This is an optimization exercise on Yosys and OpenROAD, whose aim is small area, a short achievable clock period and few clock cycles per item, not a production implementation.
In this exercise RTL edits were held to simulation tests only and were not proved equivalent to the original.

==> 03-07: inputs <==
==> flow/design.v <==
module data_mem_responder #(
  parameter int DM_ADDRESS = 9,
  parameter int DATA_W     = 32
) (
  input  logic                  clock,
  input  logic                  reset,
  input  logic                  req_valid,
  output logic                  req_ready,
  input  logic                  req_write,
  input  logic [2:0]            req_funct3,
  input  logic [DM_ADDRESS-1:0] req_addr,
  input  logic [DATA_W-1:0]     req_wdata,
  output logic                  rsp_valid,
  input  logic                  rsp_ready,
  output logic [DATA_W-1:0]     rsp_rdata,
  output logic                  rsp_err
);
  localparam int WORDS = 2 ** (DM_ADDRESS - 2);
  localparam int LANES = DATA_W / 8;
  localparam int QN    = 4;
  localparam int NGRP  = 4;
  function automatic logic access_err(input logic wr, input logic [2:0] f3,
                                      input logic [1:0] lane);
    logic e;
    case (f3)
      3'b000:  e = 1'b0;
      3'b001:  e = lane[0];
      3'b010:  e = (lane != 2'b00);
      3'b100:  e = wr;
      3'b101:  e = wr | lane[0];
      default: e = 1'b1;
    endcase
    access_err = e;
  endfunction
  logic              req_ready_q;
  logic              accept_w;
  logic              err_w;
  logic [LANES-1:0]  be_w;
  logic [DATA_W-1:0] wlane_w;
  assign accept_w = req_valid && req_ready_q && !reset;
  assign err_w    = access_err(req_write, req_funct3, req_addr[1:0]);
  always_comb begin
    be_w    = '0;
    wlane_w = req_wdata;
    case (req_funct3[1:0])
      2'b00: begin
        be_w    = 4'b0001 << req_addr[1:0];
        wlane_w = {4{req_wdata[7:0]}};
      end
      2'b01: begin
        be_w    = req_addr[1] ? 4'b1100 : 4'b0011;
        wlane_w = {2{req_wdata[15:0]}};
      end
      default: be_w = 4'b1111;
    endcase
  end
  logic              v_r;
  logic [WORDS-1:0]  sel_r;      
  logic [LANES-1:0]  we_r;       
  logic [DATA_W-1:0] wlane_r;
  logic              ld_r;       
  logic              err_r;
  logic [2:0]        f3_r;
  logic [1:0]        lane_r;
  always_ff @(posedge clock) begin
    v_r     <= accept_w;
    we_r    <= (accept_w && req_write && !err_w) ? be_w : '0;
    ld_r    <= !req_write && !err_w;
    err_r   <= err_w;
    f3_r    <= req_funct3;
    lane_r  <= req_addr[1:0];
    wlane_r <= wlane_w;
    for (int w = 0; w < WORDS; w++) begin
      sel_r[w] <= (req_addr[DM_ADDRESS-1:2] == w[DM_ADDRESS-3:0]);
    end
  end
  logic [DATA_W-1:0] rd_word_w;
  logic [WORDS-1:0][DATA_W-1:0] word_q;
  generate
    for (genvar gw = 0; gw < WORDS; gw++) begin : g_word
      for (genvar gl = 0; gl < LANES; gl++) begin : g_lane
        always_ff @(posedge clock) begin
          if (sel_r[gw] && we_r[gl]) begin
            word_q[gw][8*gl +: 8] <= wlane_r[8*gl +: 8];
          end
        end
      end
    end
  endgenerate
  logic [NGRP-1:0][DATA_W-1:0] part_w, part_q;
  always_comb begin
    for (int g = 0; g < NGRP; g++) begin
      part_w[g] = '0;
      for (int k = 0; k < WORDS / NGRP; k++) begin
        part_w[g] = part_w[g] | (word_q[g * (WORDS / NGRP) + k] &
                                 {DATA_W{sel_r[g * (WORDS / NGRP) + k]}});
      end
    end
  end
  logic       v_r2;
  logic       ld_r2;
  logic       err_r2;
  logic [2:0] f3_r2;
  logic [1:0] lane_r2;
  always_ff @(posedge clock) begin
    part_q  <= part_w;
    v_r2    <= v_r && !reset;
    ld_r2   <= ld_r;
    err_r2  <= err_r;
    f3_r2   <= f3_r;
    lane_r2 <= lane_r;
  end
  always_comb begin
    rd_word_w = '0;
    for (int g = 0; g < NGRP; g++) rd_word_w = rd_word_w | part_q[g];
  end
  logic [7:0]        b_w;
  logic [15:0]       h_w;
  logic [DATA_W-1:0] res_w;
  always_comb begin
    case (lane_r2)
      2'd0:    b_w = rd_word_w[7:0];
      2'd1:    b_w = rd_word_w[15:8];
      2'd2:    b_w = rd_word_w[23:16];
      default: b_w = rd_word_w[31:24];
    endcase
    h_w = lane_r2[1] ? rd_word_w[31:16] : rd_word_w[15:0];
    case (f3_r2)
      3'b000:  res_w = {{24{b_w[7]}}, b_w};
      3'b001:  res_w = {{16{h_w[15]}}, h_w};
      3'b010:  res_w = rd_word_w;
      3'b100:  res_w = {24'd0, b_w};
      3'b101:  res_w = {16'd0, h_w};
      default: res_w = '0;
    endcase
    if (!ld_r2) res_w = '0;
  end
  logic [QN-1:0][DATA_W:0] e_q;        
  logic [QN-1:0]     ev_q;            
  logic              pop_w;
  logic [DATA_W:0]   res_e_w;
  logic [QN-1:0]     ev_pop_w;        
  logic [QN-1:0]     ev_d;
  assign pop_w    = ev_q[0] && rsp_ready;
  assign res_e_w  = {err_r2, res_w};
  assign ev_pop_w = pop_w ? {1'b0, ev_q[QN-1:1]} : ev_q;
  always_comb begin
    ev_d = ev_pop_w;
    if (v_r2) begin
      for (int i = QN - 1; i >= 0; i--) begin
        if (!ev_pop_w[i]) ev_d = ev_pop_w | (QN'(1) << i);
      end
    end
  end
  logic h_res_w, h_next_w, h_hold_w;
  assign h_res_w  = !ev_pop_w[0];
  assign h_next_w = ev_pop_w[0] && pop_w;
  assign h_hold_w = ev_pop_w[0] && !pop_w;
  always_ff @(posedge clock) begin
    e_q[0] <= ({(DATA_W + 1){h_res_w}}  & res_e_w) |
              ({(DATA_W + 1){h_next_w}} & e_q[1]) |
              ({(DATA_W + 1){h_hold_w}} & e_q[0]);
  end
  always_ff @(posedge clock) begin
    for (int i = 1; i < QN; i++) begin
      if (!ev_pop_w[i]) begin
        e_q[i] <= res_e_w;
      end else if (pop_w) begin
        e_q[i] <= (i + 1 < QN) ? e_q[(i + 1) % QN] : res_e_w;
      end
    end
  end
  always_ff @(posedge clock) begin
    if (reset) begin
      ev_q        <= '0;
      req_ready_q <= 1'b1;
    end else begin
      ev_q        <= ev_d;
      req_ready_q <= !ev_d[QN-3] || (!ev_d[QN-2] && !(accept_w && v_r));
    end
  end
  assign req_ready = req_ready_q;
  assign rsp_valid = ev_q[0];
  assign rsp_rdata = e_q[0][DATA_W-1:0];
  assign rsp_err   = e_q[0][DATA_W];
endmodule
==> flow/flow/run.sh <==
#!/bin/bash
# Layout flow: the standard ORFS flow, with the port buffers made of
# plain buffers (sky130_fd_sc_hd__buf_4) instead of the default delay-buffer
# cell, so the register-to-output paths are shorter.
set -euo pipefail
cd "$(dirname "$0")/.."
export BUFFER_PORTS_ARGS="-buffer_cell sky130_fd_sc_hd__buf_4"
bash standard.sh > standard_flow.log 2>&1
==> flow/standard.sh <==
#!/bin/bash
# synth_recipe.tcl (not shown) runs the flow's synth.tcl, then flattens the netlist and writes it again
# the make line also repeats each setting of config.mk as NAME=value (left out here)
make -C /OpenROAD-flow-scripts/flow DESIGN_CONFIG=/design/flow/config.mk WORK_HOME=/design/flow/orfs CLKGATE_MAP_FILE= SYNTH_SCRIPT=/design/flow/synth_recipe.tcl "${@:-finish}"
==> flow/config.mk <==
export PLATFORM = sky130hd
export DESIGN_NAME = data_mem_responder
export DESIGN_NICKNAME = data_mem_responder
export VERILOG_FILES = /design/flow/design.v
export SDC_FILE = /design/flow/constraint.sdc
export NUM_CORES = 4
export LEC_CHECK = 0
export CAP_MARGIN = 20
export CORE_MARGIN = 2
export CORE_UTILIZATION = 55
export CTS_CLUSTER_DIAMETER = 100
export CTS_CLUSTER_SIZE = 30
export SETUP_SLACK_MARGIN = 2.75
export SLEW_MARGIN = 20
==> flow/constraint.sdc <==
create_clock -name core_clock -period 5.0 [get_ports {clock}]
set_input_delay 1.0000 -clock core_clock [delete_from_list [all_inputs] [get_ports {clock}]]
set_output_delay 1.0000 -clock core_clock [all_outputs]
set_load 0.01 [all_outputs]
==> 09-18 (differences from 03-07) <==
==> flow/design.v, changed modules only <==
module data_mem_responder #(
  parameter int DM_ADDRESS = 9,
  parameter int DATA_W     = 32
) (
  input  logic                  clock,
  input  logic                  reset,
  input  logic                  req_valid,
  output logic                  req_ready,
  input  logic                  req_write,
  input  logic [2:0]            req_funct3,
  input  logic [DM_ADDRESS-1:0] req_addr,
  input  logic [DATA_W-1:0]     req_wdata,
  output logic                  rsp_valid,
  input  logic                  rsp_ready,
  output logic [DATA_W-1:0]     rsp_rdata,
  output logic                  rsp_err
);
  localparam int WORDS = 2 ** (DM_ADDRESS - 2);
  localparam int LANES = DATA_W / 8;
  localparam int QN    = 3;
  function automatic logic access_err(input logic wr, input logic [2:0] f3,
                                      input logic [1:0] lane);
    logic e;
    case (f3)
      3'b000:  e = 1'b0;
      3'b001:  e = lane[0];
      3'b010:  e = (lane != 2'b00);
      3'b100:  e = wr;
      3'b101:  e = wr | lane[0];
      default: e = 1'b1;
    endcase
    access_err = e;
  endfunction
  logic              req_ready_q;
  logic              accept_w;
  logic              err_w;
  logic [LANES-1:0]  be_w;
  logic [DATA_W-1:0] wlane_w;
  assign accept_w = req_valid && req_ready_q && !reset;
  assign err_w    = access_err(req_write, req_funct3, req_addr[1:0]);
  always_comb begin
    be_w    = '0;
    wlane_w = req_wdata;
    case (req_funct3[1:0])
      2'b00: begin
        be_w    = 4'b0001 << req_addr[1:0];
        wlane_w = {4{req_wdata[7:0]}};
      end
      2'b01: begin
        be_w    = req_addr[1] ? 4'b1100 : 4'b0011;
        wlane_w = {2{req_wdata[15:0]}};
      end
      default: be_w = 4'b1111;
    endcase
  end
  logic              v_r;
  logic [WORDS-1:0]  sel_r;      
  logic [LANES-1:0]  we_r;       
  logic [DATA_W-1:0] wlane_r;
  logic              ld_r;       
  logic              err_r;
  logic [2:0]        f3_r;
  logic [1:0]        lane_r;
  always_ff @(posedge clock) begin
    v_r     <= accept_w;
    we_r    <= (accept_w && req_write && !err_w) ? be_w : '0;
    ld_r    <= !req_write && !err_w;
    err_r   <= err_w;
    f3_r    <= req_funct3;
    lane_r  <= req_addr[1:0];
    wlane_r <= wlane_w;
    for (int w = 0; w < WORDS; w++) begin
      sel_r[w] <= (req_addr[DM_ADDRESS-1:2] == w[DM_ADDRESS-3:0]);
    end
  end
  logic [DATA_W-1:0] rd_word_w;
  logic [WORDS-1:0][DATA_W-1:0] word_q;
  generate
    for (genvar gw = 0; gw < WORDS; gw++) begin : g_word
      for (genvar gl = 0; gl < LANES; gl++) begin : g_lane
        always_ff @(posedge clock) begin
          if (sel_r[gw] && we_r[gl]) begin
            word_q[gw][8*gl +: 8] <= wlane_r[8*gl +: 8];
          end
        end
      end
    end
  endgenerate
  always_comb begin
    rd_word_w = '0;
    for (int w = 0; w < WORDS; w++) begin
      rd_word_w = rd_word_w | (word_q[w] & {DATA_W{sel_r[w]}});
    end
  end
  logic [7:0]        b_w;
  logic [15:0]       h_w;
  logic [DATA_W-1:0] res_w;
  always_comb begin
    case (lane_r)
      2'd0:    b_w = rd_word_w[7:0];
      2'd1:    b_w = rd_word_w[15:8];
      2'd2:    b_w = rd_word_w[23:16];
      default: b_w = rd_word_w[31:24];
    endcase
    h_w = lane_r[1] ? rd_word_w[31:16] : rd_word_w[15:0];
    case (f3_r)
      3'b000:  res_w = {{24{b_w[7]}}, b_w};
      3'b001:  res_w = {{16{h_w[15]}}, h_w};
      3'b010:  res_w = rd_word_w;
      3'b100:  res_w = {24'd0, b_w};
      3'b101:  res_w = {16'd0, h_w};
      default: res_w = '0;
    endcase
    if (!ld_r) res_w = '0;
  end
  logic [DATA_W-1:0] q_data [QN];
  logic [QN-1:0]     q_err;
  logic [QN-1:0]     head_q, tail_q;    
  logic [1:0]        cnt_q;
  logic              ne_q;
  logic              pop_w;
  logic [1:0]        cnt_d;
  assign pop_w = ne_q && rsp_ready;
  always_comb begin
    cnt_d = cnt_q;
    if (v_r && !pop_w) cnt_d = cnt_q + 2'd1;
    if (!v_r && pop_w) cnt_d = cnt_q - 2'd1;
  end
  always_ff @(posedge clock) begin
    for (int i = 0; i < QN; i++) begin
      if (v_r && tail_q[i]) begin
        q_data[i] <= res_w;
        q_err[i]  <= err_r;
      end
    end
  end
  always_ff @(posedge clock) begin
    if (reset) begin
      head_q      <= 3'b001;
      tail_q      <= 3'b001;
      cnt_q       <= 2'd0;
      ne_q        <= 1'b0;
      req_ready_q <= 1'b1;
    end else begin
      if (pop_w) head_q <= {head_q[QN-2:0], head_q[QN-1]};
      if (v_r)   tail_q <= {tail_q[QN-2:0], tail_q[QN-1]};
      cnt_q       <= cnt_d;
      ne_q        <= (cnt_d != 2'd0);
      req_ready_q <= ({1'b0, cnt_d} + {2'b00, accept_w}) <= 3'(QN - 1);
    end
  end
  always_comb begin
    rsp_rdata = '0;
    rsp_err   = 1'b0;
    for (int i = 0; i < QN; i++) begin
      rsp_rdata = rsp_rdata | (q_data[i] & {DATA_W{head_q[i]}});
      rsp_err   = rsp_err | (q_err[i] & head_q[i]);
    end
  end
  assign req_ready = req_ready_q;
  assign rsp_valid = ne_q;
endmodule
==> flow/run.sh (new file) <==
#!/bin/bash
# synth_recipe.tcl (not shown) runs the flow's synth.tcl, then flattens the netlist and writes it again
# the make line also repeats each setting of config.mk as NAME=value (left out here)
make -C /OpenROAD-flow-scripts/flow DESIGN_CONFIG=/design/flow/config.mk WORK_HOME=/design/flow/orfs CLKGATE_MAP_FILE= SYNTH_SCRIPT=/design/flow/synth_recipe.tcl finish
Settings changed: CORE_UTILIZATION 55 to 30, CTS_CLUSTER_DIAMETER 100 to default, CTS_CLUSTER_SIZE 30 to default, SETUP_SLACK_MARGIN 2.75 to default.
removed: flow/flow/run.sh
removed: flow/standard.sh
==> 05-13 (differences from 03-07) <==
--- a/flow/design.v
+++ b/flow/design.v
@@ -153,15 +153,6 @@
     end
   end
-  logic h_res_w, h_next_w, h_hold_w;
-  assign h_res_w  = !ev_pop_w[0];
-  assign h_next_w = ev_pop_w[0] && pop_w;
-  assign h_hold_w = ev_pop_w[0] && !pop_w;
   always_ff @(posedge clock) begin
-    e_q[0] <= ({(DATA_W + 1){h_res_w}}  & res_e_w) |
-              ({(DATA_W + 1){h_next_w}} & e_q[1]) |
-              ({(DATA_W + 1){h_hold_w}} & e_q[0]);
-  end
-  always_ff @(posedge clock) begin
-    for (int i = 1; i < QN; i++) begin
+    for (int i = 0; i < QN; i++) begin
       if (!ev_pop_w[i]) begin
         e_q[i] <= res_e_w;
==> flow/run.sh (new file) <==
#!/bin/bash
# synth_recipe.tcl (not shown) runs the flow's synth.tcl, then flattens the netlist and writes it again
# the make line also repeats each setting of config.mk as NAME=value (left out here)
make -C /OpenROAD-flow-scripts/flow DESIGN_CONFIG=/design/flow/config.mk WORK_HOME=/design/flow/orfs CLKGATE_MAP_FILE= SYNTH_SCRIPT=/design/flow/synth_recipe.tcl finish
Settings changed: CORE_UTILIZATION 55 to 65, SETUP_SLACK_MARGIN 2.75 to 2.6.
removed: flow/flow/run.sh
removed: flow/standard.sh
==> impl_metrics.ini <==
[worst_setup_path]
slowest_delay_ns = 0.38
endpoint = rsp_rdata[26]
path_cells = buf_6
crit_buf_inv = 1

[cts]
cts.clk_slew.worst_paths_ns = 0.12
insertion_delay_ns = 0.94

[timing]
clock.fmax_ghz = 0.416
skew_ns = 0.0631

[grt]
grt_pass1_vias = 84800

[min_path]
min_from = req_wdata[1]

[run_status]
outcome = no timing/DRC/antenna violations

[drt]
drt-total-wl_um = 510000
met2_length_um = 235000
wl_per_cell_um = 39.5

[final_layout]
final_area_mm2 = 0.172

[die]
initial_utilization_pct = 55.2

[pwr]
p_comb_w = 0.00158
(the above is from 03-07)
==> impl_metrics.ini <==
[timing]
setup_slack_ns = -0.133
setup_viol = 24
report.final.slew_viol_count = 2
clock.fmax_ghz = 0.195

[run_status]
so_faults = capacitance limit, slew limit, setup timing
outcome = finished with violations

[job]
max_cap_violations = 1

[drt]
wl_per_cell_um = 52.3

[worst_setup_path]
slowest_delay_ns = 0.85
endpoint = q_data[2][9]
path_cells = buf_12, a22oi_1, nand4_1, or3_1, nor4_1, buf_4, a21oi_1, buf_4, o31ai_1, buf_4, o21ai_0

[min_path]
min_from = err_r
(the above is from 09-18)
==> impl_metrics.ini <==
[final_layout]
final_area_mm2 = 0.171

[drt]
drt-total-wl_um = 496000
met2_length_um = 225000

[min_path]
min_from = f3_r[1]

[worst_setup_path]
crit_buf_inv = 1
path_cells = buf_4, a22oi_1, nand4_1, or4_1
endpoint = part_q[24]

[run_status]
outcome = no timing/DRC/antenna violations

[timing]
skew_ns = 0.0402

[cts]
insertion_delay_ns = 0.91
(the above is from 05-13)
Testbench counts of 03-07, summed over its fixed seeds: cycles 16,024, items 16,000.
Testbench counts of 09-18, summed over its fixed seeds: cycles 16,016, items 16,000.
Testbench counts of 05-13, summed over its fixed seeds: cycles 16,024, items 16,000.

[static timing again, ports no longer ideal]
In the flow no input, the clock included, has a driving cell. The finished layouts below were timed again as built, in two steps. Step 1 (the two cells are an assumption about what drives the block):
set clk [get_ports {clock}]
set_driving_cell -lib_cell sky130_fd_sc_hd__clkbuf_16 $clk
set_driving_cell -lib_cell sky130_fd_sc_hd__buf_2 [delete_from_list [all_inputs] $clk]
Step 2 adds t to the input delays and takes it off the output delays; t is the mean of the earliest and latest rising clock arrival at the registers after step 1. Input paths then give back, and output paths get back, about the clock's delay inside the block. a / b / c = ideal / step 1 / step 2; a / b = the first two.
run | t, ns | setup WS [ns] | worst hold slack (ns)
03-07 | 1.007 | 2.594 / 2.497 / 2.266 | 0.225 / 0.152 / 0.338
09-18 | 1.144 | -0.133 / -0.133 / -0.133 | 0.474 / 0.444 / 0.474
05-13 | 0.978 | 2.497 / 2.443 / 1.756 | 0.358 / 0.358 / 0.358
For 05-13, which loses most, drivers alone change the setup slack by -0.054 ns; drivers and shift together by -0.741 ns.
